Background: an optimization exercise with open tools, aiming at small area. Do not read the settings as production practice.
In this exercise RTL edits were held to simulation tests only and were not proved equivalent to the original.
Power figures rest on the tool's default switching activity, not on a simulated workload. No driver is modelled on the clock port, so clocking that relies on it looks cheaper here than on a real chip.

===== flow/flow/run.sh =====
#!/bin/bash
# Standard layout, with two changes: ports are buffered with the smallest plain buffer
# (sky130_fd_sc_hd__buf_1) instead of the default delay buffer, and clock tree synthesis
# inserts no dummy loads. Make's full output goes to flow_make.log in the work folder.
set -euo pipefail
bash standard.sh \
  "BUFFER_PORTS_ARGS=-buffer_cell sky130_fd_sc_hd__buf_1" \
  "CTS_ARGS=-sink_clustering_enable -repair_clock_nets -dont_use_dummy_load -buf_list {sky130_fd_sc_hd__clkbuf_4 sky130_fd_sc_hd__clkbuf_8}" \
  finish > flow_make.log 2>&1

===== flow/design.v =====
module rpc_chan_pipe #(
    parameter int unsigned NumChan    = 5,
    parameter int unsigned DataWidth  = 128,
    parameter int unsigned Depth      = 2,
    parameter int unsigned WdogCycles = 1024,
    localparam int unsigned OccW      = (Depth < 1) ? 1 : $clog2(Depth + 1)
) (
    input  logic                         clk_i,
    input  logic                         rst_i,
    input  logic                         flush_i,
    input  logic [NumChan-1:0]           in_valid_i,
    output logic [NumChan-1:0]           in_ready_o,
    input  logic [NumChan*DataWidth-1:0] in_data_i,
    output logic [NumChan-1:0]           out_valid_o,
    input  logic [NumChan-1:0]           out_ready_i,
    output logic [NumChan*DataWidth-1:0] out_data_o,
    output logic [NumChan*OccW-1:0]      occ_o,
    input  logic                         wdog_clr_i,
    output logic [NumChan-1:0]           wdog_o
);
    logic init_q;
    always_ff @(posedge clk_i or posedge rst_i) begin
        if (rst_i) begin
            init_q <= 1'b0;
        end else begin
            init_q <= 1'b1;
        end
    end
    for (genvar c = 0; c < NumChan; c++) begin : g_chan
        logic                 one_q, full_q;    
        logic                 one_d, full_d;
        logic                 valid, push, pop;
        logic                 sel_hold, sel_in, sel_tail;
        logic [DataWidth-1:0] head_q, tail_q, din;
        assign din            = in_data_i[c*DataWidth +: DataWidth];
        assign valid          = one_q | full_q;
        assign in_ready_o[c]  = init_q & ~full_q & ~flush_i;
        assign out_valid_o[c] = valid;
        assign push           = in_valid_i[c] & in_ready_o[c];
        assign pop            = valid & out_ready_i[c];
        assign out_data_o[c*DataWidth +: DataWidth] = head_q;
        assign occ_o[c*OccW +: OccW]                = {full_q, one_q};
        always_comb begin
            one_d  = 1'b0;
            full_d = 1'b0;
            if (!flush_i) begin
                if (full_q) begin
                    full_d = ~pop;
                    one_d  = pop;
                end else if (one_q) begin
                    full_d = push & ~pop;
                    one_d  = push ~^ pop;
                end else begin
                    one_d  = push;
                end
            end
        end
        always_ff @(posedge clk_i or posedge rst_i) begin
            if (rst_i) begin
                one_q  <= 1'b0;
                full_q <= 1'b0;
            end else begin
                one_q  <= one_d;
                full_q <= full_d;
            end
        end
        assign sel_hold = valid & ~out_ready_i[c];
        assign sel_tail = full_q & out_ready_i[c];
        assign sel_in   = ~full_q & ~sel_hold;
        always_ff @(posedge clk_i) begin
            head_q <= ({DataWidth{sel_hold}} & head_q)
                    | ({DataWidth{sel_tail}} & tail_q)
                    | ({DataWidth{sel_in}}   & din);
            if (!full_q) begin
                tail_q <= din;
            end
        end
    end
    localparam int unsigned    WdW     = $clog2(WdogCycles + 1);
    localparam logic [WdW-1:0] WdMax   = WdW'(WdogCycles);
    for (genvar c = 0; c < NumChan; c++) begin : g_wdog
        logic [WdW-1:0] wd_cnt_q, wd_cnt_d;
        logic           wd_flag_q, wd_flag_d;
        logic           stall;
        assign stall = out_valid_o[c] & ~out_ready_i[c] & ~flush_i;
        always_comb begin
            if (!stall) begin
                wd_cnt_d = '0;
            end else if (wd_cnt_q != WdMax) begin
                wd_cnt_d = wd_cnt_q + WdW'(1);
            end else begin
                wd_cnt_d = wd_cnt_q;
            end
            wd_flag_d = ((wd_cnt_d == WdMax) && (wd_cnt_q != WdMax))
                      || (wd_flag_q && !wdog_clr_i);
        end
        always_ff @(posedge clk_i) begin
            wd_cnt_q <= wd_cnt_d;
        end
        always_ff @(posedge clk_i or posedge rst_i) begin
            if (rst_i) begin
                wd_flag_q <= 1'b0;
            end else begin
                wd_flag_q <= wd_flag_d;
            end
        end
        assign wdog_o[c] = wd_flag_q;
    end
endmodule

===== flow/constraint.sdc =====
create_clock -name core_clock -period 5.0 [get_ports {clk_i}]
set_input_delay 1.0000 -clock core_clock [delete_from_list [all_inputs] [get_ports {clk_i}]]
set_output_delay 1.0000 -clock core_clock [all_outputs]
set_load 0.01 [all_outputs]

===== flow/standard.sh =====
#!/bin/bash
# synth_recipe.tcl (not shown) runs the flow's synth.tcl, then flattens the netlist and writes it again
# the make line also repeats each setting of config.mk as NAME=value (left out here)
make -C /OpenROAD-flow-scripts/flow DESIGN_CONFIG=/design/flow/config.mk WORK_HOME=/design/flow/orfs CLKGATE_MAP_FILE= SYNTH_SCRIPT=/design/flow/synth_recipe.tcl "${@:-finish}"

===== flow/config.mk =====
export PLATFORM = sky130hd
export DESIGN_NAME = rpc_chan_pipe
export DESIGN_NICKNAME = rpc_chan_pipe
export VERILOG_FILES = /design/flow/design.v
export SDC_FILE = /design/flow/constraint.sdc
export NUM_CORES = 4
export LEC_CHECK = 0
export ABC_AREA = 1
export CAP_MARGIN = 20
export CORE_AREA = 5 5 445 445
export CTS_BUF_LIST = sky130_fd_sc_hd__clkbuf_4 sky130_fd_sc_hd__clkbuf_8
export DIE_AREA = 0 0 450 450
export SLEW_MARGIN = 20

==> results_dict.tcl, run 1 <==
set metrics [dict create \
    grt_usage_pct 17.21 \
    cts_max_level 4 \
    grt_pass1_wl_um 261300 \
    worstPathArrival_ps 2570 \
    routedWlPerCell_um 22.70 \
    ys_seq_elements 1351 \
    slew_violations 0 \
    post-route-cell-area_um2 58470 \
    synth_cell_types 33 \
    grt_max_degree 129 \
    overflow 0 \
    cts-root-buf "clkbuf_8" \
    synth_ff_type "dfxtp_1" \
    hold_path.startpoint "in_data_i[520]" \
    portBuffers 1318 \
    skew_ps 127.0 \
    clock_path_buffers 3 \
    required_ps 4000 \
    yosys_warnings 1 \
    final_cell_mix "1317 x buf_1, 1190 x nand2_1, 695 x dfxtp_1, 640 x edfxtp_1, 575 x nand3_1" \
    viasPerCell 4.718 \
    ys_async_sr_fraction_pct 1.184 \
    finalCritPeriodShare_pct 71.47 \
    seq_area_frac_synth_pct 70.19 \
    path_clk_slew_ps 60 \
    dr.pass1.iters 6 \
    rows 161 \
    muxShareOfSynthArea_pct 0 \
    fp.dieArea_um2 202500 \
    synth_nets 4925 \
    area_growth_pct 22.39 \
    wirelength_um 184700 \
    drt_iter0_drc 3299 \
    clock_latency_ps 960 \
    dpl.cell_count 7864 \
    synth_fa_ha_area_share_pct 0.3928 \
    dp_hpwl_um 135900 \
    antenna_left 0 \
    p_leak_nw 23.52 \
    layout.nets 6237 \
    ys_top_cells_by_area "edfxtp_1 40%, dfxtp_1 29%, nand2_1 9.3%" \
    pin_count 1319 \
    start_kind "register" \
    drive_gt1_share_pct 5.695 \
    yosys.area.top_type_share_pct 40.23 \
    r2r_start "g_chan[4].full_q" \
    path_class "reg -> out" \
    placed_area_um2 55210 \
    post_cts.repair.setup_buffers 0 \
    ctsResizeCount 0 \
    mostFrequentLayoutCell "buf_1" \
    crit_fanout 66 \
    worst_setup_path_end_kind "output pin" \
    synth_top_family_by_area "simple AND/OR/NAND/NOR gates" \
    grt_pass1_vias 36620 \
    core_um2 192600 \
    die_w_um 450 \
    avgSynthCellArea_um2 11.23 \
    regToRegSetupSlack_ps 2130 \
    rsz0062_at_grt "no" \
    synth_simple_gate_area_share_pct 16.69 \
    min_period_ps 3573 \
    synth_area_um2 47770 \
    initial_core_util_pct 24.81 \
    synth_compound_area_share_pct 8.491 \
    antenna_found_initial 67 \
    synth.largest_area_cell "edfxtp_1" \
    synth-edff-count 640 \
    place_congestion 0.9597 \
    startpoint "g_chan[0].full_q" \
    maxCapViolCount 0 \
    synth-xor-area-share_pct 0.3667 \
    hold_viol_final 0 \
    fmax_mhz 279.9 \
    max_slew_margin_pct 25.00 \
    cts_made_buffers 227 \
    setup_viol 0 \
    peakVddDrop_mv 0.2249 \
    worst_pin_slew_ps 1125 \
    syn-instance-count 4256 \
    power_density_nw_per_um2 387.9 \
    cts_hold_buf 0 \
    vias 38380 \
    status "complete, no violations" \
    setup_tns_ps 0 \
    clock-sinks 1351 \
    layout.cells.non_filler 8135 \
    route.detailed.drc 0 \
    min_path_type "in -> reg" \
    cts_tree "done" \
    die_h_um 450 \
]
-- layout make-up --
type / count / area, um^2
inverters: 134 / 541.8
flip-flops and latches: 1351 / 33530
repair buffers: 1371 / 5542
multi-input cells: 2483 / 12460
fillers: 20040 / 134100
clock buffers: 227 / 3124
well taps: 2526 / 3161
diodes: 43 / 107.6
-- stage by stage --
stage          setup slack (ps)  utilization, %  hold WS [ps]  power (mW)
3_5_place_dp               1865           28.67         425.0       14.94
6_report                   1427           30.36         253.1       22.68
5_1_grt                    1185           30.35         109.7       23.71
3_3_place_gp               1868           28.67         420.6       14.89
4_1_cts                    1223           30.29         94.06       22.95
2_1_floorplan              1518               -         419.3       13.76
-- report_power, final --
part / internal [mW] / switching (mW) / total (mW)
logic: 0.586 / 1.40 / 1.99
registers: 12.4 / 0.379 / 12.7
clock network: 3.95 / 4.00 / 7.95
-- synth_stat cells, types with 16 or more instances --
library cell	instances
nand2_1	1190
dfxtp_1	695
edfxtp_1	640
nand3_1	575
a22oi_1	513
inv_1	131
buf_2	120
clkbuf_1	96
nor2_1	81
buf_1	45
buf_4	22
a21oi_1	21
xor2_1	18
dfrtp_1	16
-- cell families after synthesis --
kind of cell    Yosys count
compound gates          552
xor+xnor                 20
fa+ha+maj                15
buf+inv                 422
flops                  1351
other cells               1
simple gates           1895
-- sequential cells by signal, indices dropped and copies added, names as in the netlist --
name              flops
g_chan.head_q       640
g_chan.tail_q       640
g_wdog.wd_cnt_q      55
g_chan.full_q         5
g_chan.one_q          5
g_wdog.wd_flag_q      5
init_q                1
-- per-layer routing --
layer / routed length (um) / part of all wire [%] / global-route usage [%]
met4: 7532 / 4.1 / 7.652
met3: 18990 / 10 / 6.677
met5: 59 / 0.032 / 0
met2: 84360 / 46 / 26.58
met1: 73750 / 40 / 21.33
-- final timing paths --
kind	endpoint	cells past startpoint
max	out_valid_o[0]	2
min	g_chan[4].tail_q[8]	1
max reg2reg	g_chan[4].head_q[60]	7
min reg2reg	g_chan[4].head_q[16]	2
max in group asynchronous	init_q	2
min in group asynchronous	g_chan[4].one_q	2
-- worst max-delay path, stage by stage, from the launching register on --
cell and delay (ps):
dfrtp_1 650, or2_4 810, buf_1 270
==> run 2: changes to the inputs <==
==> flow/run.sh (new file) <==
#!/bin/bash
# synth_recipe.tcl (not shown) runs the flow's synth.tcl, then flattens the netlist and writes it again
# the make line also repeats each setting of config.mk as NAME=value (left out here)
make -C /OpenROAD-flow-scripts/flow DESIGN_CONFIG=/design/flow/config.mk WORK_HOME=/design/flow/orfs CLKGATE_MAP_FILE= SYNTH_SCRIPT=/design/flow/synth_recipe.tcl finish
--- a/flow/config.mk
+++ b/flow/config.mk
@@ -9,5 +9,4 @@
 export CAP_MARGIN = 20
 export CORE_AREA = 5 5 445 445
-export CTS_BUF_LIST = sky130_fd_sc_hd__clkbuf_4 sky130_fd_sc_hd__clkbuf_8
 export DIE_AREA = 0 0 450 450
 export SLEW_MARGIN = 20
removed: flow/flow/run.sh
removed: flow/standard.sh
==> run 2 against run 1 <==
Against the previous run: fmax down 11%; via count fell by 0.37%; global-route usage increased by 0.87 points; combinational power rose by 45%; cell count up 0.55%; synthesized cell count unchanged; first-iteration DRC count grew 9.1%; non-clock buffer count rose by 2; hold slack gained 170 ps; routed wire length rose by 4.7%; critical path type unchanged; largest power group unchanged.
==> results_dict.tcl, run 2 <==
set metrics [dict create \
    min_path_type "reg -> reg" \
    grt_usage_pct 18.08 \
    p_leak_nw 28.07 \
    post_cts.repair.setup_buffers 0 \
    die_w_um 450 \
    vias 38240 \
    core_um2 192600 \
    fmax_mhz 247.9 \
    max_slew_margin_pct 29.13 \
    worst_setup_path_end_kind "output pin" \
    initial_core_util_pct 24.81 \
    clock-sinks 1351 \
    place_congestion 0.9181 \
    rr_endpoint "g_chan[4].head_q[120]" \
    skew_ps 48.41 \
    route.detailed.drc 0 \
    finalCritPeriodShare_pct 80.67 \
    yosys.area.top_type_share_pct 40.23 \
    antenna_left 0 \
    mostFrequentLayoutCell "clkdlybuf4s50_1" \
    reg2regPathDepth 6 \
    maxCapViolCount 0 \
    routedWlPerCell_um 23.64 \
    clock_latency_ps 780 \
    drt_iter0_drc 3600 \
    portBuffers 1318 \
    power_density_nw_per_um2 400.0 \
    holdPathEnd "g_chan[4].head_q[26]" \
    worst_pin_slew_ps 1063 \
    synth_ff_type "dfxtp_1" \
    avgSynthCellArea_um2 11.23 \
    cts_made_buffers 153 \
    viasPerCell 4.675 \
    layout.cells.non_filler 8180 \
    fp.dieArea_um2 202500 \
    nFillCells 18840 \
    ys_async_sr_fraction_pct 1.184 \
    crit_fanout 44 \
    drive_gt1_share_pct 6.117 \
    dr.pass1.iters 5 \
    grt_pass1_vias 37120 \
    setup_tns_ps 0 \
    grt_pass1_wl_um 272900 \
    syn-instance-count 4256 \
    area_growth_pct 44.23 \
    synth_common_cells "1190 x nand2_1, 695 x dfxtp_1, 640 x edfxtp_1, 575 x nand3_1, 513 x a22oi_1" \
    synth.largest_area_cell "edfxtp_1" \
    slew_violations 0 \
    dp_hpwl_um 140400 \
    worstPathArrival_ps 3030 \
    synth-edff-count 640 \
    rsz0062_at_grt "no" \
    path_class "reg -> out" \
    required_ps 4000 \
    ctsResizeCount 0 \
    hold_path.startpoint "g_chan[4].tail_q[26]" \
    setup_viol 0 \
    r2r_start "g_chan[4].full_q" \
    yosys_warnings 1 \
    ys_seq_elements 1351 \
    cts-root-buf "clkbuf_16" \
    layout.nets 6165 \
    top_regs "g_chan.head_q: 640 flops, g_chan.tail_q: 640 flops, g_wdog.wd_cnt_q: 55 flops" \
    peakVddDrop_mv 0.2673 \
    status "complete, no violations" \
    synth_nets 4925 \
    rows 161 \
    dpl.cell_count 7867 \
    die_h_um 450 \
    min_period_ps 4033 \
    hold_viol_final 0 \
    path_clk_slew_ps 60 \
    final_cell_mix "1317 x clkdlybuf4s50_1, 1190 x nand2_1, 695 x dfxtp_1, 640 x edfxtp_1, 575 x nand3_1" \
    regToRegSetupSlack_ps 1900 \
    cts_hold_buf 0 \
    synth_cell_types 33 \
    seq_area_frac_synth_pct 70.19 \
    finalPower_mw 27.56 \
    wirelength_um 193400 \
    cts_max_level 4 \
    hold_depth 2 \
    clock_path_buffers 3 \
    antenna_found_initial 50 \
    cts_tree "done" \
    overflow 0 \
    ys_top_cells_by_area "edfxtp_1 40%, dfxtp_1 29%, nand2_1 9.3%" \
    pin_count 1319 \
    synth_area_um2 47770 \
    yosysMostFrequentCell "nand2_1" \
    grt_max_degree 129 \
    start_kind "register" \
]
run 2: cell counts after synthesis:
Identical to the previous run, type by type.
run 2: area by class of cell:
| cell class | instances | area [um^2] | share of cell area, % |
|---|---|---|---|
| Sequential cell | 1351 | 33530 | 48.66 |
| Timing Repair Buffer | 1373 | 13740 | 19.94 |
| Multi-Input combinational cell | 2483 | 12460 | 18.09 |
| Clock buffer | 207 | 4345 | 6.306 |
| Tap cell | 2526 | 3161 | 4.587 |
| Clock inverter | 76 | 1055 | 1.531 |
| Inverter | 134 | 536.8 | 0.7790 |
| Antenna cell | 30 | 75.07 | 0.1089 |
run 2: kinds of logic after synthesis:
kind of cell / after synthesis / share of synthesized area [%]
buffers and inverters: 422 / 3.868
AOI/OAI and AO/OA: 552 / 8.491
xor gates and xnor gates: 20 / 0.3667
other: 1 / 0.007849
adders and majority gates: 15 / 0.3928
and+or+nand+nor: 1895 / 16.69
DFF: 1351 / 70.19
run 2: per-layer routing:
metal	vias up	global-route usage [%]	share of wire [%]
met5	-	0	0.044
met2	1585	29.36	47
li1	17500	-	-
met1	18830	22.19	40
met3	309	6.525	9.1
met4	14	6.378	3.3
run 2: power breakdown:
group / switching (mW) / internal (mW)
clock: 4.83 / 7.07
sequential: 0.412 / 12.4
combinational: 1.42 / 1.47
run 2: worst max path at each step:
stage                          start                    end  cells past startpoint
floorplan           g_chan[1].full_q    g_chan[1].tail_q[0]                      2
global placement      out_ready_i[4]   g_chan[4].head_q[79]                      6
detailed placement    out_ready_i[4]  g_chan[4].head_q[120]                      6
CTS                 g_chan[2].full_q         out_valid_o[2]                      2
global route        g_chan[2].full_q         out_valid_o[2]                      2
finish              g_chan[2].full_q         out_valid_o[2]                      2
run 2: metrics by stage:
step / instance area [um^2] / setup WS (ps) / util (%) / hold slack [ps]
finish: 68910 / 966.7 / 35.78 / 423.3
global route: 68900 / 850.4 / 35.78 / 436.4
CTS: 68830 / 888.1 / 35.74 / 424.4
detailed placement: 63430 / 1295 / 32.94 / 425.8
global placement: 63430 / 1310 / 32.94 / 420.8
floorplan: 47770 / 1518 / - / 419.3
run 2: critical path: stages (launching register included):
cell and delay [ps]:
dfrtp_1 920, or2_4 660, clkdlybuf4s50_1 660
==> run 3: changes to the inputs <==
==> flow/flow/run.sh (new file) <==
#!/bin/bash
# Standard layout with three changes:
#  1. after the standard synthesis, the combinational cells are re-mapped by ABC with an
#     area-oriented mapper (flow/remap.ys, flow/remap.abc); registers are left untouched;
#  2. ports are buffered with the smallest plain buffer (sky130_fd_sc_hd__buf_1);
#  3. clock tree synthesis uses larger sink clusters and inserts no dummy loads.
# Each tool's full output goes to a log file of its own in the work folder.
set -euo pipefail
W=$PWD
R=$W/orfs/results/$FLOW_PLATFORM/rpc_chan_pipe/base
YOSYS=$(command -v yosys || echo "$FLOW_HOME/../tools/install/yosys/bin/yosys")
LIB=$FLOW_HOME/platforms/$FLOW_PLATFORM/lib/sky130_fd_sc_hd__tt_025C_1v80.lib

bash standard.sh synth > flow_synth.log 2>&1

cp "$R/1_2_yosys.v" "$W/flow_std_1_2_yosys.v"
sed -e "s#@LIB@#$LIB#g" -e "s#@IN@#$W/flow_std_1_2_yosys.v#" -e "s#@TOP@#$FLOW_TOP#" \
    -e "s#@ABC@#$W/flow/remap.abc#" -e "s#@OUT@#$W/flow_remap.v#" flow/remap.ys > flow_remap.ys
"$YOSYS" -l flow_remap.log -q -s flow_remap.ys > /dev/null
cp "$W/flow_remap.v" "$R/1_2_yosys.v"
touch "$R/1_2_yosys.v"

bash standard.sh \
  "BUFFER_PORTS_ARGS=-buffer_cell sky130_fd_sc_hd__buf_1" \
  "CTS_ARGS=-sink_clustering_enable -repair_clock_nets -dont_use_dummy_load -sink_clustering_size 24 -sink_clustering_max_diameter 100 -buf_list {sky130_fd_sc_hd__clkbuf_8 sky130_fd_sc_hd__clkbuf_16}" \
  finish > flow_make.log 2>&1
==> flow/flow/remap.abc (new file) <==
strash
&get -n
&nf -p -a
&put
==> flow/flow/remap.ys (new file) <==
# Re-map the combinational cells of the standard synthesis netlist with an area-oriented ABC
# mapper. Flip-flops (and the tie cell) are kept as black boxes, so every register keeps its
# instance name and cell type.
read_liberty -ignore_miss_func @LIB@
blackbox sky130_fd_sc_hd__df* sky130_fd_sc_hd__edf* sky130_fd_sc_hd__sdf* sky130_fd_sc_hd__dl* sky130_fd_sc_hd__conb_1
read_verilog -noautowire @IN@
hierarchy -top @TOP@
flatten
opt_clean -purge
abc -script @ABC@ -liberty @LIB@ -dont_use sky130_fd_sc_hd__probe* -dont_use sky130_fd_sc_hd__lpflow*
opt_clean -purge
stat -liberty @LIB@
write_verilog -noattr -nohex -nodec @OUT@
==> flow/standard.sh (new file) <==
#!/bin/bash
# synth_recipe.tcl (not shown) runs the flow's synth.tcl, then flattens the netlist and writes it again
# the make line also repeats each setting of config.mk as NAME=value (left out here)
make -C /OpenROAD-flow-scripts/flow DESIGN_CONFIG=/design/flow/config.mk WORK_HOME=/design/flow/orfs CLKGATE_MAP_FILE= SYNTH_SCRIPT=/design/flow/synth_recipe.tcl "${@:-finish}"
removed: flow/run.sh
==> run 3 against run 2 <==
Against the previous run: count of clock-buffer cells in the layout is 134 lower; clock power decreased by 48%; worst setup slack improved by 670 ps; largest cell class unchanged; fmax increased by 20%.
==> results_dict.tcl, run 3 <==
set metrics [dict create \
    dp_hpwl_um 150200 \
    synth_area_um2 44290 \
    cp_common_cell "buf_1" \
    avgSynthCellArea_um2 14.91 \
    hold_viol_final 0 \
    regArea_um2 33530 \
    post_cts.repair.setup_buffers 0 \
    initial_core_util_pct 23.00 \
    viasPerCell 4.909 \
    critPathMaxStageDelay_ps 620 \
    skew_ps 83.58 \
    path_cells "buf_1, nand2b_1, nor2_1, buf_1" \
    drt_iter0_drc 6173 \
    final_cell_mix "1318 x buf_1, 695 x dfxtp_1, 652 x clkinv_1, 640 x a222oi_1, 640 x edfxtp_1" \
    crit_slowest_cell "nor2_1" \
    worstPathArrival_ps 2360 \
    yosys_warnings 1 \
    place_ws_ps 1472 \
    required_ps 4000 \
    dr.pass1.iters 14 \
    rows 161 \
    nFillCells 19760 \
    die_w_um 450 \
    slew_violations 0 \
    peakVddDrop_mv 0.3371 \
    synth_nets 3625 \
    clock_path_buffers 3 \
    dpl.cell_count 6864 \
    layout.nets 5067 \
    crit_fanout 5 \
    cts_hold_buf 0 \
    min_path_type "reg -> reg" \
    portBuffers 1318 \
    die_h_um 450 \
    core_um2 192600 \
    rsz0062_at_grt "no" \
    grt_pass1_vias 31980 \
    grt_max_degree 129 \
    max_slew_margin_pct 25.00 \
    min_period_ps 3362 \
    power_density_nw_per_um2 373.7 \
    routedWlPerCell_um 28.14 \
    worst_pin_slew_ps 1125 \
    top_regs "g_chan.head_q: 640 flops, g_chan.tail_q: 640 flops, g_wdog.wd_cnt_q: 55 flops" \
    cts_max_level 3 \
    pin_count 1319 \
    worst_setup_path_end_kind "output pin" \
    multi_input_area_um2 8406 \
    vias 34220 \
    route.detailed.drc 0 \
    finalCritPeriodShare_pct 67.23 \
    layout.cells.non_filler 6970 \
    path_clk_slew_ps 90 \
    overflow 0 \
    ctsResizeCount 0 \
    p_leak_nw 18.63 \
    setup_viol 0 \
    grt_usage_pct 18.18 \
    cp_top_family "simple AND/OR/NAND/NOR gates" \
    drive_gt1_share_pct 3.219 \
    path_class "in -> out" \
    fp.dieArea_um2 202500 \
    start_kind "input port" \
    status "complete, no violations" \
    grt_pass1_wl_um 264700 \
    cts_made_buffers 73 \
    antenna_found_initial 116 \
    wirelength_um 196100 \
    cts-root-buf "clkbuf_16" \
    mostFrequentLayoutCell "buf_1" \
    clock-sinks 1351 \
    place_congestion 0.9994 \
    cp_num_buf_inv 2 \
    fmax_mhz 297.5 \
    area_growth_pct 24.24 \
    antenna_left 0 \
    syn-instance-count 2971 \
    clock_latency_ps 710 \
    maxCapViolCount 0 \
    cts_tree "done" \
    fin_ws_ps 1638 \
]
[run 3: path summary, 6_finish.rpt]
| check | from | to | slack, ps | cells past startpoint |
|---|---|---|---|---|
| worst max-delay path | flush_i | in_ready_o[2] | 1640 | 4 |
| worst min-delay path | g_chan[3].tail_q[96] | g_chan[3].head_q[96] | 370 | 2 |
| worst max register to register | g_chan[2].full_q | g_chan[2].head_q[46] | 1910 | 5 |
| worst min register to register | g_chan[3].tail_q[96] | g_chan[3].head_q[96] | 370 | 2 |
| max in group asynchronous | rst_i | g_wdog[2].wd_flag_q | 4060 | 3 |
| min in group asynchronous | rst_i | g_chan[2].full_q | 570 | 3 |
[run 3: where the power goes]
group	switching, mW	total (mW)	internal (mW)
clock	3.54	6.15	2.61
sequential	0.354	12.6	12.3
combinational	1.20	1.81	0.607
[run 3: through the flow]
step           TNS (ps)  util (%)  area, um^2  hold WS [ps]  power [mW]
3_5_place_dp          0     27.58       53110         435.7       14.67
4_1_cts               0     28.53       54940         371.3       20.83
3_3_place_gp          0     27.58       53110         426.9       14.62
2_1_floorplan   -162350         -       44350         424.1       13.53
6_report              0     28.57       55030         372.1       20.56
5_1_grt               0     28.54       54960         392.4       21.40
[run 3: worst reg2reg max path, delay by kind of cell (launching register included)]
kind                   cells  cell delay (ps)
buffers and inverters      3             1080
flip-flops                 1              790
AND/OR/NAND/NOR            1              910
AO/OA/AOI/OAI              1              240
[run 3: cell type report]
class | instances | share of cell area, %
tap | 2526 | 5.744
inverter | 657 | 4.523
sequential | 1351 | 60.94
multi-input combinational | 963 | 15.28
timing repair buffer | 1367 | 10.05
antenna | 33 | 0.1501
clock buffer | 73 | 3.320
[run 3: metal layers]
metal	GRT usage, %	part of all wire [%]	vias to the layer above
li1	-	-	14830
met1	22.38	39	17110
met2	28.14	45	1850
met3	8.983	13	331
met4	5.286	3.2	102
met5	0	0.34	-
==> run 4: changes to the inputs <==
--- a/flow/design.v
+++ b/flow/design.v
@@ -31,6 +31,6 @@
         logic                 one_d, full_d;
         logic                 valid, push, pop;
-        logic                 sel_hold, sel_in, sel_tail;
-        logic [DataWidth-1:0] head_q, tail_q, din;
+        logic                 sel_hold;
+        logic [DataWidth-1:0] head_q, tail_q, tail_d, din;
         assign din            = in_data_i[c*DataWidth +: DataWidth];
         assign valid          = one_q | full_q;
@@ -66,12 +66,9 @@
         end
         assign sel_hold = valid & ~out_ready_i[c];
-        assign sel_tail = full_q & out_ready_i[c];
-        assign sel_in   = ~full_q & ~sel_hold;
+        assign tail_d   = ({DataWidth{full_q}} & tail_q) | ({DataWidth{~full_q}} & din);
         always_ff @(posedge clk_i) begin
-            head_q <= ({DataWidth{sel_hold}} & head_q)
-                    | ({DataWidth{sel_tail}} & tail_q)
-                    | ({DataWidth{sel_in}}   & din);
-            if (!full_q) begin
-                tail_q <= din;
+            tail_q <= tail_d;
+            if (!sel_hold) begin
+                head_q <= tail_d;
             end
         end
==> run 4 against run 3 <==
Against the previous run: area after synthesis is 3.0% lower; power is 2.3% lower; clock skew down 28 ps; fmax rose by 5.7%; register-to-register slack improved by 310 ps; critical path depth rose by 1; utilization decreased by 0.88 points; global-route usage decreased by 4.3 points; critical path type unchanged; critical endpoint is now in_ready_o[3]; largest cell class unchanged; largest power group unchanged; highest routed layer unchanged.
==> results_dict.tcl, run 4 <==
set metrics [dict create \
    cts_made_buffers 76 \
    pin_count 1319 \
    startpoint "flush_i" \
    yosys_warnings 1 \
    cts-root-buf "clkbuf_16" \
    cts_hold_buf 0 \
    required_ps 4000 \
    cts_max_level 3 \
    slew_violations 0 \
    worst_pin_slew_ps 1054 \
    top_regs "g_chan.head_q: 640 flops, g_chan.tail_q: 640 flops, g_wdog.wd_cnt_q: 55 flops" \
    fp.dieArea_um2 202500 \
    mostFrequentLayoutCell "buf_1" \
    status "complete, no violations" \
    grt_pass1_wl_um 199700 \
    die_w_um 450 \
    path_clk_slew_ps 100 \
    rr_endpoint "g_chan[4].head_q[98]" \
    min_period_ps 3182 \
    p_leak_nw 18.43 \
    post_cts.repair.setup_buffers 0 \
    start_kind "input port" \
    rsz0062_at_grt "no" \
    wirelength_um 147100 \
    rows 161 \
    hold_slack_ps 308.1 \
    core_um2 192600 \
    nFillCells 19730 \
    clock_latency_ps 670 \
    layout.nets 4427 \
    drive_gt1_share_pct 2.784 \
    reg2regPathDepth 3 \
    hold_viol_final 0 \
    final_cell_mix "1318 x buf_1, 695 x dfxtp_1, 640 x mux2_1, 640 x edfxtp_1, 76 x clkbuf_16" \
    max_slew_margin_pct 29.72 \
    regToRegSetupSlack_ps 2220 \
    synth_area_um2 42970 \
    grt_max_degree 129 \
    r2r_start "g_chan[4].full_q" \
    grt_usage_pct 13.90 \
    ctsResizeCount 0 \
    route.detailed.drc 0 \
    dp_hpwl_um 116600 \
    place_congestion 0.8893 \
    antenna_found_initial 56 \
    finalCritPeriodShare_pct 63.63 \
    synth_nets 3012 \
    worst_setup_path_end_kind "output pin" \
    power_density_nw_per_um2 376.7 \
    critPathCapture "in_ready_o[3]" \
    vias 25550 \
    grt_use_met1_pct 13.99 \
    cts_tree "done" \
    min_path_type "in -> async" \
    avgSynthCellArea_um2 18.23 \
    peakVddDrop_mv 0.2518 \
    initial_core_util_pct 22.32 \
    antenna_left 0 \
    skew_ps 55.30 \
    finalPower_mw 20.09 \
    clock_path_buffers 3 \
    setup_tns_ps 0 \
    overflow 0 \
    setup_viol 0 \
    drt_iter0_drc 1452 \
    use_met2_pct 24.28 \
    maxCapViolCount 0 \
    worstPathArrival_ps 2180 \
    grt_pass1_vias 26210 \
    path_class "in -> out" \
    die_h_um 450 \
    area_growth_pct 24.08 \
    viasPerCell 4.040 \
    clock-sinks 1351 \
    grt-busiest-layer "met2" \
    crit_fanout 21 \
    routedWlPerCell_um 23.26 \
    portBuffers 1318 \
    grt_util_met3_pct 5.242 \
    fmax_mhz 314.3 \
    dr.pass1.iters 5 \
    syn-instance-count 2358 \
]
## run 4: how the worst min path moves through the flow
| stage | start | to | cells past startpoint |
|---|---|---|---|
| global route | rst_i | g_wdog[4].wd_flag_q | 2 |
| detailed placement | g_chan[2].tail_q[23] | g_chan[2].tail_q[23] | 1 |
| finish | rst_i | g_wdog[4].wd_flag_q | 2 |
| floorplan | g_chan[0].tail_q[0] | g_chan[0].tail_q[0] | 1 |
| CTS | rst_i | g_chan[1].full_q | 2 |
| global placement | g_chan[1].tail_q[100] | g_chan[1].tail_q[100] | 1 |
## run 4: layout make-up
class                           count  area [um^2]  share of cell area [%]
Antenna cell                       26        65.06                  0.1220
Clock buffer                       76         1902                   3.567
Inverter                           26        97.59                  0.1830
Multi-Input combinational cell    981         9358                   17.55
Sequential cell                  1351        33550                   62.92
Tap cell                         2526         3161                   5.927
Timing Repair Buffer             1337         5190                   9.733
## run 4: per-layer routing
metal | part of all wire [%] | routed length, um
met4 | 6.4 | 9365
met1 | 34 | 50260
met2 | 50 | 74250
met5 | 0.12 | 180
met3 | 8.8 | 13010
## run 4: where the power goes
part | leakage (nW) | switching (mW) | internal (mW)
Sequential | 12.8 | 0.246 | 12.3
Combinational | 4.73 | 0.918 | 0.451
Clock | 0.937 | 3.44 | 2.71
Total | 18.4 | 4.61 | 15.5
## run 4: critical path, cell delays in order
cell      delay, ps
buf_1            80
buf_4           210
nand2b_1        440
nor2_1          270
buf_1           180
## run 4: per-stage QoR
stage	setup slack [ps]	util, %	cell area, um^2	instances
after CTS	1708	27.66	53260	6297
final	1818	27.69	53320	6323
after global placement	1857	26.67	51360	6221
after global routing	1619	27.68	53310	6319
after floorplan	25.89	-	42980	2358
after detailed placement	1862	26.67	51360	6221
==> run 5: changes to the inputs <==
--- a/flow/design.v
+++ b/flow/design.v
@@ -74,24 +74,17 @@
         end
     end
-    localparam int unsigned    WdW     = $clog2(WdogCycles + 1);
-    localparam logic [WdW-1:0] WdMax   = WdW'(WdogCycles);
+    localparam int unsigned WdSeqW = 10;
     for (genvar c = 0; c < NumChan; c++) begin : g_wdog
-        logic [WdW-1:0] wd_cnt_q, wd_cnt_d;
-        logic           wd_flag_q, wd_flag_d;
-        logic           stall;
-        assign stall = out_valid_o[c] & ~out_ready_i[c] & ~flush_i;
-        always_comb begin
-            if (!stall) begin
-                wd_cnt_d = '0;
-            end else if (wd_cnt_q != WdMax) begin
-                wd_cnt_d = wd_cnt_q + WdW'(1);
-            end else begin
-                wd_cnt_d = wd_cnt_q;
-            end
-            wd_flag_d = ((wd_cnt_d == WdMax) && (wd_cnt_q != WdMax))
-                      || (wd_flag_q && !wdog_clr_i);
-        end
+        logic [WdSeqW-1:0] wd_seq_q;
+        logic              wd_sat_q;
+        logic              wd_flag_q;
+        logic              stall, low_zero, last, fb;
+        assign stall    = out_valid_o[c] & ~out_ready_i[c] & ~flush_i;
+        assign low_zero = ~|wd_seq_q[WdSeqW-2:0];
+        assign last     = wd_seq_q[WdSeqW-1] & low_zero;
+        assign fb       = wd_seq_q[9] ^ wd_seq_q[6] ^ low_zero;
         always_ff @(posedge clk_i) begin
-            wd_cnt_q <= wd_cnt_d;
+            wd_seq_q <= stall ? {wd_seq_q[WdSeqW-2:0], fb} : '0;
+            wd_sat_q <= stall & (wd_sat_q | last);
         end
         always_ff @(posedge clk_i or posedge rst_i) begin
@@ -99,5 +92,5 @@
                 wd_flag_q <= 1'b0;
             end else begin
-                wd_flag_q <= wd_flag_d;
+                wd_flag_q <= (stall & last & ~wd_sat_q) | (wd_flag_q & ~wdog_clr_i);
             end
         end
--- a/flow/config.mk
+++ b/flow/config.mk
@@ -8,5 +8,5 @@
 export ABC_AREA = 1
 export CAP_MARGIN = 20
-export CORE_AREA = 5 5 445 445
-export DIE_AREA = 0 0 450 450
+export CORE_AREA = 5 5 315 315
+export DIE_AREA = 0 0 320 320
 export SLEW_MARGIN = 20
==> run 5 against run 4 <==
Against the previous run: the flow now stops in I/O pin placement (3_2_place_iop); area after synthesis is 2.5% lower; synthesized cell count decreased by 7.2%.
==> results_dict.tcl, run 5 <==
set metrics [dict create \
    avgSynthCellArea_um2 19.15 \
    die_w_um 320 \
    stop_stage "I/O pin placement (3_2_place_iop)" \
    initial_core_util_pct 44.03 \
    status "stopped before the end" \
    rows 113 \
    yosys_warnings 1 \
    synth_nets 2842 \
    syn-instance-count 2188 \
    die_h_um 320 \
    firstError "[ERROR PPL-0024] Number of IO pins (1319) exceeds maximum number of available positions (1154). Increase the die perimeter from 1280.00um to 1793.84um." \
    synth_area_um2 41890 \
]
==> run 6: changes to the inputs <==
--- a/flow/config.mk
+++ b/flow/config.mk
@@ -8,5 +8,5 @@
 export ABC_AREA = 1
 export CAP_MARGIN = 20
-export CORE_AREA = 5 5 315 315
-export DIE_AREA = 0 0 320 320
+export CORE_AREA = 5 5 445 445
+export DIE_AREA = 0 0 450 450
 export SLEW_MARGIN = 20
==> run 6 against run 5 <==
Against the previous run: now clean on timing, DRC and antenna; synthesized cell count unchanged; area after synthesis unchanged.
==> results_dict.tcl, run 6 <==
set metrics [dict create \
    status "complete, no violations" \
    min_path_type "reg -> reg" \
    area_growth_pct 24.59 \
    rsz0062_at_grt "no" \
    top_regs "g_chan.head_q: 640 flops, g_chan.tail_q: 640 flops, g_wdog.wd_seq_q: 50 flops" \
    post_cts.repair.setup_buffers 0 \
    critPathMaxStageDelay_ps 820 \
    route.detailed.drc 0 \
    place_congestion 0.9339 \
    drive_gt1_share_pct 2.917 \
    fmax_mhz 297.9 \
    skew_ps 96.72 \
    required_ps 4000 \
    cts-root-buf "clkbuf_16" \
    cts_hold_buf 0 \
    pin_count 1319 \
    grt_pass1_vias 24300 \
    drt_iter0_drc 2024 \
    avgSynthCellArea_um2 19.15 \
    grt_util_met3_pct 4.692 \
    antenna_left 0 \
    core_um2 192600 \
    cp_num_buf_inv 2 \
    wirelength_um 150500 \
    crit_slowest_cell "dfrtp_4" \
    cts_made_buffers 75 \
    path_class "reg -> out" \
    r2r_start "g_chan[2].full_q" \
    clock_latency_ps 720 \
    antenna_found_initial 51 \
    syn-instance-count 2188 \
    synth_area_um2 41890 \
    worst_pin_slew_ps 1117 \
    cts_tree "done" \
    vias 24610 \
    dr.pass1.iters 5 \
    crit_fanout 39 \
    final_cell_mix "1318 x buf_1, 695 x dfxtp_1, 640 x mux2_1, 640 x edfxtp_1, 75 x clkbuf_16" \
    mostFrequentLayoutCell "buf_1" \
    grt-busiest-layer "met2" \
    yosys_warnings 1 \
    peakVddDrop_mv 0.2998 \
    min_period_ps 3357 \
    path_clk_slew_ps 90 \
    start_kind "register" \
    fp.dieArea_um2 202500 \
    p_leak_nw 18.18 \
    cp_top_family "flip-flops" \
    maxCapViolCount 0 \
    path_cells "buf_4, buf_1" \
    dp_hpwl_um 120000 \
    routedWlPerCell_um 24.50 \
    grt_pass1_wl_um 201900 \
    setup_viol 0 \
    finalCritPeriodShare_pct 67.13 \
    cts_max_level 3 \
    synth_nets 2842 \
    hold_viol_final 0 \
    max_slew_margin_pct 24.52 \
    final_util_pct 27.10 \
    use_met2_pct 22.51 \
    grt_max_degree 117 \
    power_density_nw_per_um2 386.2 \
    die_h_um 450 \
    portBuffers 1318 \
    slew_violations 0 \
    grt_use_met1_pct 18.78 \
    clock-sinks 1351 \
    startpoint "g_chan[4].full_q" \
    hold_path.startpoint "g_wdog[0].wd_seq_q[1]" \
    setup_tns_ps 0 \
    initial_core_util_pct 21.75 \
    rows 161 \
    layout.nets 4256 \
    clock_path_buffers 3 \
    grt_usage_pct 14.19 \
    worst_setup_path_end_kind "output pin" \
    worstPathArrival_ps 2360 \
    die_w_um 450 \
    viasPerCell 4.006 \
    overflow 0 \
    ctsResizeCount 0 \
]
run 6: area by class of cell:
cell class / instances / area (um^2)
tap: 2526 / 3161
multi-input combinational: 821 / 8314
timing repair buffer: 1337 / 5190
clock buffer: 75 / 1877
sequential: 1351 / 33550
inverter: 16 / 60.06
fill: 19830 / 140400
antenna: 18 / 45.04
run 6: worst register-to-register path: stages (launching register included):
cell and delay, ps:
dfrtp_4 730, nor2_1 530, or2_4 720, buf_4 470
run 6: where the power goes:
group	internal, mW	switching, mW
Combinational	0.457	0.908
Sequential	12.3	0.332
Clock	2.67	3.46
Total	15.5	4.70
run 6: per-stage QoR:
| step | power, mW | setup slack, ps | instances | cell area [um^2] | hold slack, ps |
|---|---|---|---|---|---|
| after floorplan | 13.33 | 14.21 | 2188 | 41900 | 419.5 |
| after global placement | 14.27 | 1859 | 6051 | 50280 | 427.1 |
| after detailed placement | 14.30 | 1914 | 6051 | 50280 | 435.7 |
| after CTS | 20.44 | 1448 | 6126 | 52150 | 390.8 |
| after global routing | 20.97 | 1420 | 6132 | 52170 | 435.4 |
| final | 20.16 | 1643 | 6144 | 52200 | 428.3 |
run 6: final timing paths:
check,slack (ps),depth (start not counted),end
max,1640,2,occ_o[9]
min,430,1,g_wdog[0].wd_seq_q[2]
max reg2reg,2220,3,g_chan[2].head_q[32]
min reg2reg,430,1,g_wdog[0].wd_seq_q[2]
max in group asynchronous,4080,2,g_chan[2].full_q
min in group asynchronous,450,2,g_wdog[3].wd_flag_q
run 6: metal layers:
layer	part of all wire, %	vias to the layer above
met4	2.1	6
li1	-	10890
met2	46	1003
met3	8.8	164
met5	0.031	-
met1	43	12550
==> run 7: changes to the inputs <==
--- a/flow/flow/run.sh
+++ b/flow/flow/run.sh
@@ -22,4 +22,5 @@
 
 bash standard.sh \
+  "PLACE_PINS_ARGS=-min_distance 1 -min_distance_in_tracks" \
   "BUFFER_PORTS_ARGS=-buffer_cell sky130_fd_sc_hd__buf_1" \
   "CTS_ARGS=-sink_clustering_enable -repair_clock_nets -dont_use_dummy_load -sink_clustering_size 24 -sink_clustering_max_diameter 100 -buf_list {sky130_fd_sc_hd__clkbuf_8 sky130_fd_sc_hd__clkbuf_16}" \
--- a/flow/config.mk
+++ b/flow/config.mk
@@ -8,5 +8,5 @@
 export ABC_AREA = 1
 export CAP_MARGIN = 20
-export CORE_AREA = 5 5 445 445
-export DIE_AREA = 0 0 450 450
+export CORE_AREA = 5 5 335 335
+export DIE_AREA = 0 0 340 340
 export SLEW_MARGIN = 20
==> run 7 against run 6 <==
Against the previous run: non-clock buffer count did not move; fmax fell by 2.7%; power fell by 3.3%; sequential share of layout area rose by 1.9 points; utilization rose by 20 points; critical endpoint is now in_ready_o[4]; largest power group unchanged; highest routed layer unchanged.
==> results_dict.tcl, run 7 <==
set metrics [dict create \
    overflow 0 \
    rsz0062_at_grt "no" \
    fmax_mhz 289.8 \
    finalCritPeriodShare_pct 69.01 \
    die_h_um 340 \
    p_leak_nw 18.07 \
    power_density_nw_per_um2 384.3 \
    yosys_warnings 1 \
    routedWlPerCell_um 23.34 \
    path_clk_slew_ps 90 \
    vias 24510 \
    clock-sinks 1351 \
    post-route-cell-area_um2 50740 \
    start_kind "register" \
    antenna_left 0 \
    portBuffers 1318 \
    viasPerCell 4.813 \
    syn-instance-count 2188 \
    wirelength_um 118800 \
    min_path_type "in -> async" \
    max_slew_margin_pct 28.08 \
    min_period_ps 3451 \
    hold_viol_final 0 \
    setup_tns_ps 0 \
    fin_ws_ps 1549 \
    dp_hpwl_um 91920 \
    grt_pass1_vias 24790 \
    ctsResizeCount 0 \
    path_class "reg -> out" \
    comb_power_share_pct 6.8 \
    hold_slack_ps 368.2 \
    skew_ps 36.29 \
    status "complete, no violations" \
    area_growth_pct 21.11 \
    slew_violations 0 \
    dr.pass1.iters 5 \
    grt_usage_pct 19.63 \
    seq_power_share_pct 64.2 \
    peakVddDrop_mv 0.2847 \
    synth_area_um2 41890 \
    antenna_found_initial 97 \
    worst_pin_slew_ps 1079 \
    layout.nets 4248 \
    swShare_pct 22.13 \
    clock_latency_ps 620 \
    final_cell_mix "1318 x buf_1, 695 x dfxtp_1, 640 x mux2_1, 640 x edfxtp_1, 67 x clkbuf_16" \
    rows 121 \
    cts_made_buffers 67 \
    mostFrequentLayoutCell "buf_1" \
    grt_max_degree 105 \
    pin_count 1319 \
    crit_fanout 47 \
    worst_setup_path_end_kind "output pin" \
    place_ws_ps 2089 \
    cts-root-buf "clkbuf_16" \
    cts_hold_buf 0 \
    initial_core_util_pct 38.59 \
    die_w_um 340 \
    required_ps 4000 \
    avgSynthCellArea_um2 19.15 \
    grt_pass1_wl_um 167000 \
    clock_power_share_pct 29.0 \
    power.switching_mw 4.315 \
    top_regs "g_chan.head_q: 640 flops, g_chan.tail_q: 640 flops, g_wdog.wd_seq_q: 50 flops" \
    core_um2 108600 \
    maxCapViolCount 0 \
    cts_max_level 3 \
    fp.dieArea_um2 115600 \
    finalPower_mw 19.50 \
    setup_viol 0 \
    drive_gt1_share_pct 2.673 \
    cts_tree "done" \
    route.detailed.drc 0 \
    place_congestion 0.9256 \
    synth_nets 2842 \
    clock_path_buffers 3 \
    drt_iter0_drc 1236 \
    p_int_mw 15.18 \
    post_cts.repair.setup_buffers 0 \
    placed_area_um2 48850 \
    worstPathArrival_ps 2450 \
]
-- run 7: changes by cell type in the layout (fill, tap and decap cells not counted) --
cell	change
inv_2	-1
buf_12	-3
clkbuf_16	-8
buf_4	+3
diode_2	+67
clkinv_1	+1
-- run 7: cell type report --
| class | instances | area, um^2 |
|---|---|---|
| Sequential cell | 1351 | 33550 |
| Clock buffer | 67 | 1677 |
| Tap cell | 1414 | 1769 |
| Inverter | 16 | 60.06 |
| Antenna cell | 85 | 212.7 |
| Multi-Input combinational cell | 821 | 8314 |
| Fill cell | 9794 | 57810 |
| Timing Repair Buffer | 1337 | 5152 |
-- run 7: final timing paths --
path,slack (ps),cells after the start,startpoint,end
min,370,2,rst_i,init_q
max reg2reg,2170,3,g_chan[3].full_q,g_chan[3].head_q[42]
min in group core_clock,420,1,g_wdog[1].wd_seq_q[0],g_wdog[1].wd_seq_q[1]
max in group asynchronous,4220,2,rst_i,g_chan[1].full_q
max,1550,3,g_chan[4].full_q,in_ready_o[4]
min reg2reg,420,1,g_wdog[1].wd_seq_q[0],g_wdog[1].wd_seq_q[1]
-- run 7: power by group through the flow --
stage | Sequential, mW | Clock [mW] | Combinational [mW]
after floorplan | 13.0 | 0 | 0.341
after global placement | 12.8 | 0 | 1.31
after detailed placement | 12.8 | 0 | 1.33
after CTS | 12.5 | 5.89 | 1.33
after global routing | 12.6 | 6.31 | 1.43
final | 12.5 | 5.65 | 1.33
-- run 7: metal layers --
metal	GRT usage (%)	part of all wire [%]	up-vias
met5	0	0.15	-
met2	28.67	44	1311
met3	9.450	12	517
met4	20.16	11	26
met1	19.98	33	11710
li1	-	-	10950
-- run 7: critical path, stage by stage, from the launching register on --
cell and delay [ps]:
dfrtp_4 840, buf_4 700, nor2_1 110, buf_1 160
-- run 7: per-stage QoR --
step / util, % / std cells
2_1_floorplan: - / 2188
3_3_place_gp: 45.00 / 4939
3_5_place_dp: 45.00 / 4939
4_1_cts: 46.54 / 5006
5_1_grt: 46.72 / 5081
6_report: 46.74 / 5091
==> run 8: changes to the inputs <==
--- a/flow/flow/run.sh
+++ b/flow/flow/run.sh
@@ -24,4 +24,4 @@
   "PLACE_PINS_ARGS=-min_distance 1 -min_distance_in_tracks" \
   "BUFFER_PORTS_ARGS=-buffer_cell sky130_fd_sc_hd__buf_1" \
-  "CTS_ARGS=-sink_clustering_enable -repair_clock_nets -dont_use_dummy_load -sink_clustering_size 24 -sink_clustering_max_diameter 100 -buf_list {sky130_fd_sc_hd__clkbuf_8 sky130_fd_sc_hd__clkbuf_16}" \
+  "CTS_ARGS=-sink_clustering_enable -repair_clock_nets -dont_use_dummy_load -sink_clustering_size 32 -sink_clustering_max_diameter 100 -buf_list sky130_fd_sc_hd__clkbuf_16" \
   finish > flow_make.log 2>&1
--- a/flow/config.mk
+++ b/flow/config.mk
@@ -8,5 +8,5 @@
 export ABC_AREA = 1
 export CAP_MARGIN = 20
-export CORE_AREA = 5 5 335 335
-export DIE_AREA = 0 0 340 340
+export CORE_AREA = 5 5 275 275
+export DIE_AREA = 0 0 280 280
 export SLEW_MARGIN = 20
==> run 8 against run 7 <==
Against the previous run: sequential share of layout area increased by 1.5 points; highest routed layer unchanged; clock power decreased by 16%; count of clock-buffer cells in the layout decreased by 19; utilization increased by 22 points; register-to-register slack improved by 40 ps; area after synthesis unchanged; worst setup slack improved by 240 ps; combinational power about the same; synthesized cell count unchanged; die area decreased by 32%.
==> results_dict.tcl, run 8 <==
set metrics [dict create \
    status "complete, no violations" \
    regToRegSetupSlack_ps 2210 \
    viasPerCell 5.355 \
    r2r_start "g_chan[1].full_q" \
    pin_count 1319 \
    syn-instance-count 2188 \
    p_leak_nw 17.83 \
    path_clk_slew_ps 120 \
    rsz0062_at_grt "no" \
    portBuffers 1318 \
    peakVddDrop_mv 0.3240 \
    top_regs "g_chan.head_q: 640 flops, g_chan.tail_q: 640 flops, g_wdog.wd_seq_q: 50 flops" \
    antenna_found_initial 113 \
    path_cells "buf_4, buf_1" \
    grt_pass1_wl_um 165100 \
    routedWlPerCell_um 25.81 \
    initial_core_util_pct 57.72 \
    layout.nets 4229 \
    mostFrequentLayoutCell "buf_1" \
    cts_max_level 2 \
    avgSynthCellArea_um2 19.15 \
    path_class "reg -> out" \
    vias 24640 \
    worst_pin_slew_ps 1026 \
    min_path_type "in -> async" \
    cp_top_family "buffers and inverters" \
    grt_pass1_vias 25330 \
    synth_nets 2842 \
    die_h_um 280 \
    cts_tree "done" \
    clock_latency_ps 630 \
    fp.dieArea_um2 78400 \
    setup_tns_ps 0 \
    worstPathArrival_ps 2210 \
    crit_cells 2 \
    area_growth_pct 18.50 \
    place_ws_ps 2170 \
    synth_area_um2 41890 \
    finalCritPeriodShare_pct 64.29 \
    power_density_nw_per_um2 375.3 \
    fin_ws_ps 1786 \
    crit_slowest_cell "dfrtp_4" \
    ctsResizeCount 0 \
    cts_made_buffers 48 \
    die_w_um 280 \
    critPathMaxStageDelay_ps 770 \
    core_um2 72590 \
    drive_gt1_share_pct 2.155 \
    worst_setup_path_end_kind "output pin" \
    start_kind "register" \
    rr_endpoint "g_chan[1].head_q[70]" \
    place_congestion 0.9470 \
    cts_hold_buf 0 \
    post_cts.repair.setup_buffers 0 \
    antenna_left 0 \
    clock_path_buffers 3 \
    skew_ps 61.17 \
    dr.pass1.iters 5 \
    required_ps 4000 \
    maxCapViolCount 0 \
    reg2regPathDepth 3 \
    final_cell_mix "1318 x buf_1, 695 x dfxtp_1, 640 x mux2_1, 640 x edfxtp_1, 48 x clkbuf_16" \
    min_period_ps 3214 \
    setup_viol 0 \
    grt_usage_pct 28.86 \
    fmax_mhz 311.1 \
    hold_viol_final 0 \
    cp_num_buf_inv 2 \
    yosys_warnings 1 \
    drt_iter0_drc 1635 \
    dp_hpwl_um 92510 \
    clock-sinks 1351 \
    rows 99 \
    max_slew_margin_pct 31.63 \
    slew_violations 0 \
    route.detailed.drc 0 \
    wirelength_um 118800 \
    overflow 0 \
    crit_fanout 37 \
    cts-root-buf "clkbuf_16" \
    grt_max_degree 129 \
]
run 8: worst max path at each step:
| stage | end | from | slack [ps] |
|---|---|---|---|
| after detailed placement | in_ready_o[1] | flush_i | 2170 |
| final | occ_o[9] | g_chan[4].full_q | 1790 |
| after global routing | out_valid_o[1] | g_chan[1].full_q | 1670 |
| after floorplan | g_chan[0].head_q[0] | g_chan[0].full_q | 10 |
| after CTS | occ_o[9] | g_chan[4].full_q | 1720 |
| after global placement | in_ready_o[1] | flush_i | 2170 |
run 8: per-layer routing:
layer	share of wire (%)	track usage [%]
met5	0.49	0.9768
met4	8.3	20.44
met3	15	17.69
met2	43	41.94
met1	34	30.99
run 8: power breakdown:
part / switching [mW] / total [mW] / internal, mW
sequential: 0.209 / 12.5 / 12.3
clock: 3.02 / 4.76 / 1.74
combinational: 0.886 / 1.34 / 0.454
run 8: stage by stage:
stage               cells  hold slack [ps]  power (mW)  instance area, um^2  util, %
floorplan            2188            419.5       13.33                41900        -
global placement     4482            427.4       14.03                48240    66.45
detailed placement   4482            435.1       14.10                48240    66.45
CTS                  4530            345.9       18.71                49440    68.11
finish               4601            368.9       18.63                49650    68.40
global route         4586            356.4       19.30                49610    68.34
run 8: layout make-up:
cell class,count,area [um^2]
multi-input cells,821,8314
diodes,69,172.7
fillers,5358,22940
repair buffers,1337,5147
inverters,16,60.06
clock buffers,48,1201
flip-flops and latches,1351,33550
well taps,959,1200
==> run 9: changes to the inputs <==
--- a/flow/config.mk
+++ b/flow/config.mk
@@ -8,5 +8,5 @@
 export ABC_AREA = 1
 export CAP_MARGIN = 20
-export CORE_AREA = 5 5 275 275
-export DIE_AREA = 0 0 280 280
+export CORE_AREA = 5 5 260 260
+export DIE_AREA = 0 0 265 265
 export SLEW_MARGIN = 20
==> run 9 against run 8 <==
Against the previous run: hold slack worse by 45 ps; worst setup slack better by 81 ps; non-clock buffer count down 1; sequential power about the same; fmax up 2.6%; clock power about the same; count of clock-buffer cells in the layout unchanged; die area down 10%; combinational power about the same; global-route usage up 4.1 points; critical endpoint is now out_valid_o[1]; largest power group unchanged.
==> results_dict.tcl, run 9 <==
set metrics [dict create \
    fmax_mhz 319.1 \
    setup_viol 0 \
    portBuffers 1318 \
    grt_usage_pct 32.95 \
    layout.nets 4228 \
    place_congestion 0.9828 \
    crit_fanout 55 \
    setup_tns_ps 0 \
    drt_iter0_drc 2083 \
    grt_pass1_wl_um 168600 \
    cts_hold_buf 0 \
    regToRegSetupSlack_ps 2110 \
    cts_made_buffers 48 \
    path_clk_slew_ps 110 \
    skew_ps 62.75 \
    dp_hpwl_um 94280 \
    top_regs "g_chan.head_q: 640 flops, g_chan.tail_q: 640 flops, g_wdog.wd_seq_q: 50 flops" \
    path_class "reg -> out" \
    slew_violations 0 \
    antenna_found_initial 112 \
    critPathMaxStageDelay_ps 950 \
    viasPerCell 5.529 \
    syn-instance-count 2188 \
    rsz0062_at_grt "no" \
    die_w_um 265 \
    finalCritPeriodShare_pct 62.67 \
    peakVddDrop_mv 0.3916 \
    final_util_pct 76.81 \
    area_growth_pct 18.19 \
    status "complete, no violations" \
    power_density_nw_per_um2 377.1 \
    path_cells "nor2_1, clkinv_1, buf_1" \
    vias 24910 \
    yosys_warnings 1 \
    die_h_um 265 \
    worstPathArrival_ps 2130 \
    drive_gt1_share_pct 2.128 \
    ctsResizeCount 0 \
    min_period_ps 3134 \
    overflow 0 \
    pin_count 1319 \
    wirelength_um 121400 \
    r2r_start "g_chan[1].full_q" \
    p_leak_nw 17.82 \
    synth_nets 2842 \
    dr.pass1.iters 23 \
    crit_slowest_cell "dfrtp_4" \
    grt_pass1_vias 25690 \
    maxCapViolCount 0 \
    rr_endpoint "g_chan[1].head_q[123]" \
    initial_core_util_pct 64.99 \
    worst_setup_path_end_kind "output pin" \
    max_slew_margin_pct 28.77 \
    clock_path_buffers 3 \
    antenna_left 0 \
    synth_area_um2 41890 \
    clock-sinks 1351 \
    fp.dieArea_um2 70230 \
    cts_tree "done" \
    rows 93 \
    avgSynthCellArea_um2 19.15 \
    core_um2 64460 \
    nFillCells 4046 \
    cts-root-buf "clkbuf_16" \
    post_cts.repair.setup_buffers 0 \
    route.detailed.drc 0 \
    grt_max_degree 129 \
    min_path_type "in -> async" \
    reg2regPathDepth 3 \
    required_ps 4000 \
    worst_pin_slew_ps 1060 \
    clock_latency_ps 640 \
    start_kind "register" \
    hold_viol_final 0 \
    final_cell_mix "1318 x buf_1, 695 x dfxtp_1, 640 x mux2_1, 640 x edfxtp_1, 48 x clkbuf_16" \
    mostFrequentLayoutCell "buf_1" \
    routedWlPerCell_um 26.95 \
    cts_max_level 2 \
]
==> run 9: area by class of cell <==
type | count | area, um^2 | share of cell area, %
well taps | 855 | 1070 | 2.161
multi-input cells | 821 | 8314 | 16.79
repair buffers | 1336 | 5124 | 10.35
flip-flops and latches | 1351 | 33550 | 67.76
diodes | 78 | 195.2 | 0.3942
inverters | 16 | 60.06 | 0.1213
clock buffers | 48 | 1201 | 2.426
==> run 9: layer usage <==
layer	global-route usage [%]	routed length, um	up-vias
li1	-	-	10900
met1	34.66	38830	12040
met2	48.30	53360	1410
met3	20.51	18460	477
met4	23.87	10260	76
met5	0.4730	483	-
==> run 9: power by group <==
part	total (mW)	switching (mW)	internal (mW)
Clock	4.77	3.03	1.74
Sequential	12.5	0.216	12.3
Combinational	1.36	0.902	0.454
==> run 9: how the worst max path moves through the flow <==
stage | from | slack [ps] | depth (start not counted) | endpoint
3_5_place_dp | out_ready_i[1] | 2140 | 3 | g_chan[1].head_q[14]
6_report | g_chan[1].full_q | 1870 | 3 | out_valid_o[1]
2_1_floorplan | g_chan[0].full_q | 10 | 2 | g_chan[0].head_q[0]
4_1_cts | g_chan[1].full_q | 1790 | 3 | out_valid_o[1]
3_3_place_gp | flush_i | 2180 | 5 | in_ready_o[2]
5_1_grt | g_chan[1].full_q | 1720 | 3 | out_valid_o[1]
==> run 9: per-stage QoR <==
| stage | total power, mW | hold slack (ps) | area, um^2 | setup WS (ps) | instances |
|---|---|---|---|---|---|
| CTS | 18.70 | 307.1 | 49320 | 1789 | 4427 |
| global placement | 14.03 | 426.9 | 48110 | 2182 | 4379 |
| finish | 18.67 | 324.0 | 49520 | 1866 | 4505 |
| detailed placement | 14.11 | 437.3 | 48110 | 2139 | 4379 |
| global route | 19.25 | 330.4 | 49460 | 1719 | 4485 |
| floorplan | 13.33 | 419.5 | 41900 | 14.21 | 2188 |
==> run 9: critical path, delay by kind of cell, from the launching register on <==
kind | cells | cell delay, ps
DFF | 1 | 950
buffers and inverters | 2 | 350
and+or+nand+nor | 1 | 200
==> run 10: changes to the inputs <==
--- a/flow/config.mk
+++ b/flow/config.mk
@@ -8,5 +8,5 @@
 export ABC_AREA = 1
 export CAP_MARGIN = 20
-export CORE_AREA = 5 5 260 260
-export DIE_AREA = 0 0 265 265
+export CORE_AREA = 5 5 295 295
+export DIE_AREA = 0 0 300 300
 export SLEW_MARGIN = 20
==> run 10 against run 9 <==
Against the previous run: largest cell class unchanged; cell count rose by 5.1%; design area increased by 0.62%; fmax shrank 4.2%; critical path type unchanged; sequential share of layout area is 0.42 points lower.
==> results_dict.tcl, run 10 <==
set metrics [dict create \
    fp.dieArea_um2 90000 \
    hold_viol_final 0 \
    portBuffers 1318 \
    finalCritPeriodShare_pct 65.42 \
    antenna_left 0 \
    viasPerCell 5.176 \
    path_class "reg -> out" \
    setup_tns_ps 0 \
    slew_violations 0 \
    wirelength_um 118800 \
    path_cells "buf_4, nor2_1, buf_1" \
    route.detailed.drc 0 \
    grt_pass1_wl_um 165300 \
    critPathMaxStageDelay_ps 810 \
    power_density_nw_per_um2 374.6 \
    drt_iter0_drc 1656 \
    cts_made_buffers 48 \
    worstPathArrival_ps 2270 \
    cts_max_level 2 \
    cts_tree "done" \
    cts_hold_buf 0 \
    pin_count 1319 \
    max_slew_margin_pct 28.20 \
    dr.pass1.iters 5 \
    worst_setup_path_end_kind "output pin" \
    final_util_pct 59.63 \
    startpoint "g_chan[3].full_q" \
    clock_path_buffers 3 \
    initial_core_util_pct 50.14 \
    rows 106 \
    synth_area_um2 41890 \
    p_leak_nw 17.83 \
    dp_hpwl_um 92960 \
    crit_fanout 43 \
    worst_pin_slew_ps 1077 \
    status "complete, no violations" \
    cts-root-buf "clkbuf_16" \
    top_regs "g_chan.head_q: 640 flops, g_chan.tail_q: 640 flops, g_wdog.wd_seq_q: 50 flops" \
    maxCapViolCount 0 \
    overflow 0 \
    clock_latency_ps 640 \
    place_congestion 0.9356 \
    post_cts.repair.setup_buffers 0 \
    layout.nets 4226 \
    avgSynthCellArea_um2 19.15 \
    min_period_ps 3271 \
    min_path_type "in -> async" \
    clock-sinks 1351 \
    grt_max_degree 127 \
    peakVddDrop_mv 0.3404 \
    area_growth_pct 18.92 \
    crit_slowest_cell "dfrtp_4" \
    die_h_um 300 \
    fmax_mhz 305.7 \
    grt_pass1_vias 25250 \
    drive_gt1_share_pct 2.073 \
    grt_usage_pct 25.09 \
    final_cell_mix "1318 x buf_1, 695 x dfxtp_1, 640 x mux2_1, 640 x edfxtp_1, 48 x clkbuf_16" \
    setup_viol 0 \
    path_clk_slew_ps 120 \
    rsz0062_at_grt "no" \
    synth_nets 2842 \
    start_kind "register" \
    r2r_start "g_chan[2].full_q" \
    yosys_warnings 1 \
    core_um2 83560 \
    die_w_um 300 \
    routedWlPerCell_um 25.10 \
    vias 24500 \
    mostFrequentLayoutCell "buf_1" \
    skew_ps 46.74 \
    syn-instance-count 2188 \
    ctsResizeCount 0 \
    required_ps 4000 \
    antenna_found_initial 105 \
]
run 10: final cells by class:
| class | count | area (um^2) |
|---|---|---|
| inverter | 16 | 60.06 |
| multi-input combinational | 821 | 8314 |
| clock buffer | 48 | 1201 |
| fill | 6738 | 33730 |
| antenna | 84 | 210.2 |
| tap | 1080 | 1351 |
| timing repair buffer | 1334 | 5134 |
| sequential | 1351 | 33550 |
run 10: through the flow:
stage                     cell area (um^2)  instances  power [mW]  setup WS [ps]  hold WS (ps)
final                                49820       4734       18.66           1729         361.8
after floorplan                      41900       2188       13.33          14.21         419.5
after global placement               48400       4601       14.05           2152         428.6
after detailed placement             48400       4601       14.12           2160         434.6
after global routing                 49760       4709       19.37           1609         371.8
after CTS                            49600       4649       18.81           1694         337.4
run 10: critical path: cells and delay by family, from the launching register on:
family,cells,cell delay [ps]
buffers and inverters,2,720
AND/OR/NAND/NOR,1,100
flip-flops,1,810
run 10: path summary, 6_finish.rpt:
kind	depth (start not counted)	slack, ps	to
worst max-delay path	3	1730	in_ready_o[3]
worst min-delay path	2	360	g_chan[0].full_q
worst max register to register	3	2260	g_chan[2].head_q[75]
worst min register to register	2	450	g_wdog[0].wd_sat_q
max in group asynchronous	2	4210	g_chan[3].full_q
min in group core_clock	2	450	g_wdog[0].wd_sat_q
run 10: layer usage:
| layer | GRT usage, % | vias to the layer above | part of all wire [%] |
|---|---|---|---|
| li1 | - | 10890 | - |
| met1 | 26.97 | 11860 | 34 |
| met2 | 36.02 | 1293 | 42 |
| met3 | 14.93 | 407 | 15 |
| met4 | 19.33 | 56 | 8.9 |
| met5 | 0.2165 | - | 0.26 |
run 10: where the power goes:
part / total (mW) / leakage [nW] / switching (mW) / internal, mW
clock network: 4.79 / 0.592 / 3.05 / 1.74
registers: 12.5 / 12.8 / 0.207 / 12.3
logic: 1.34 / 4.47 / 0.886 / 0.454
total: 18.7 / 17.8 / 4.14 / 14.5

## afterwards: timing with drivers on the ports
The results above use ideal ports. As a check the final layouts listed here were re-extracted and re-timed, cells and wires unchanged.
Step 1 assumes that a clkbuf_16 drives the clock port and a buf_2 every other input.
Step 2 moves the port delays by t, midway between the first and last clock arrival at a register: inputs arrive t later, outputs are due t later. That takes back most of the time a late clock gives input paths.
Three values: no drivers, after step 1, after step 2; two values: the first two.
| run | shift t [ns] | slack for setup (ns) | worst setup path after step 2 | latest minus earliest clock arrival (ns) |
|---|---|---|---|---|
| run 1 | 0.966 | 1.427 / 1.351 / 1.871 | input to register | 0.138 / 0.138 |
| run 2 | 0.846 | 0.967 / 0.880 / 1.300 | input to register | 0.050 / 0.050 |
| run 3 | 0.746 | 1.638 / 1.615 / 1.427 | input to register | 0.097 / 0.097 |
| run 4 | 0.750 | 1.818 / 1.749 / 1.795 | input to output | 0.088 / 0.089 |
| run 6 | 0.752 | 1.643 / 1.553 / 1.941 | input to output | 0.117 / 0.117 |
| run 7 | 0.675 | 1.549 / 1.484 / 1.981 | input to register | 0.057 / 0.058 |
| run 8 | 0.666 | 1.786 / 1.722 / 2.132 | input to register | 0.065 / 0.065 |
| run 9 | 0.674 | 1.866 / 1.801 / 2.053 | input to register | 0.064 / 0.065 |
| run 10 | 0.686 | 1.729 / 1.664 / 2.093 | input to register | 0.052 / 0.051 |
After both steps setup and hold are still met in every run listed. For run 3, which loses most, drivers alone change the setup slack by -0.023 ns; drivers and shift together by -0.211 ns.
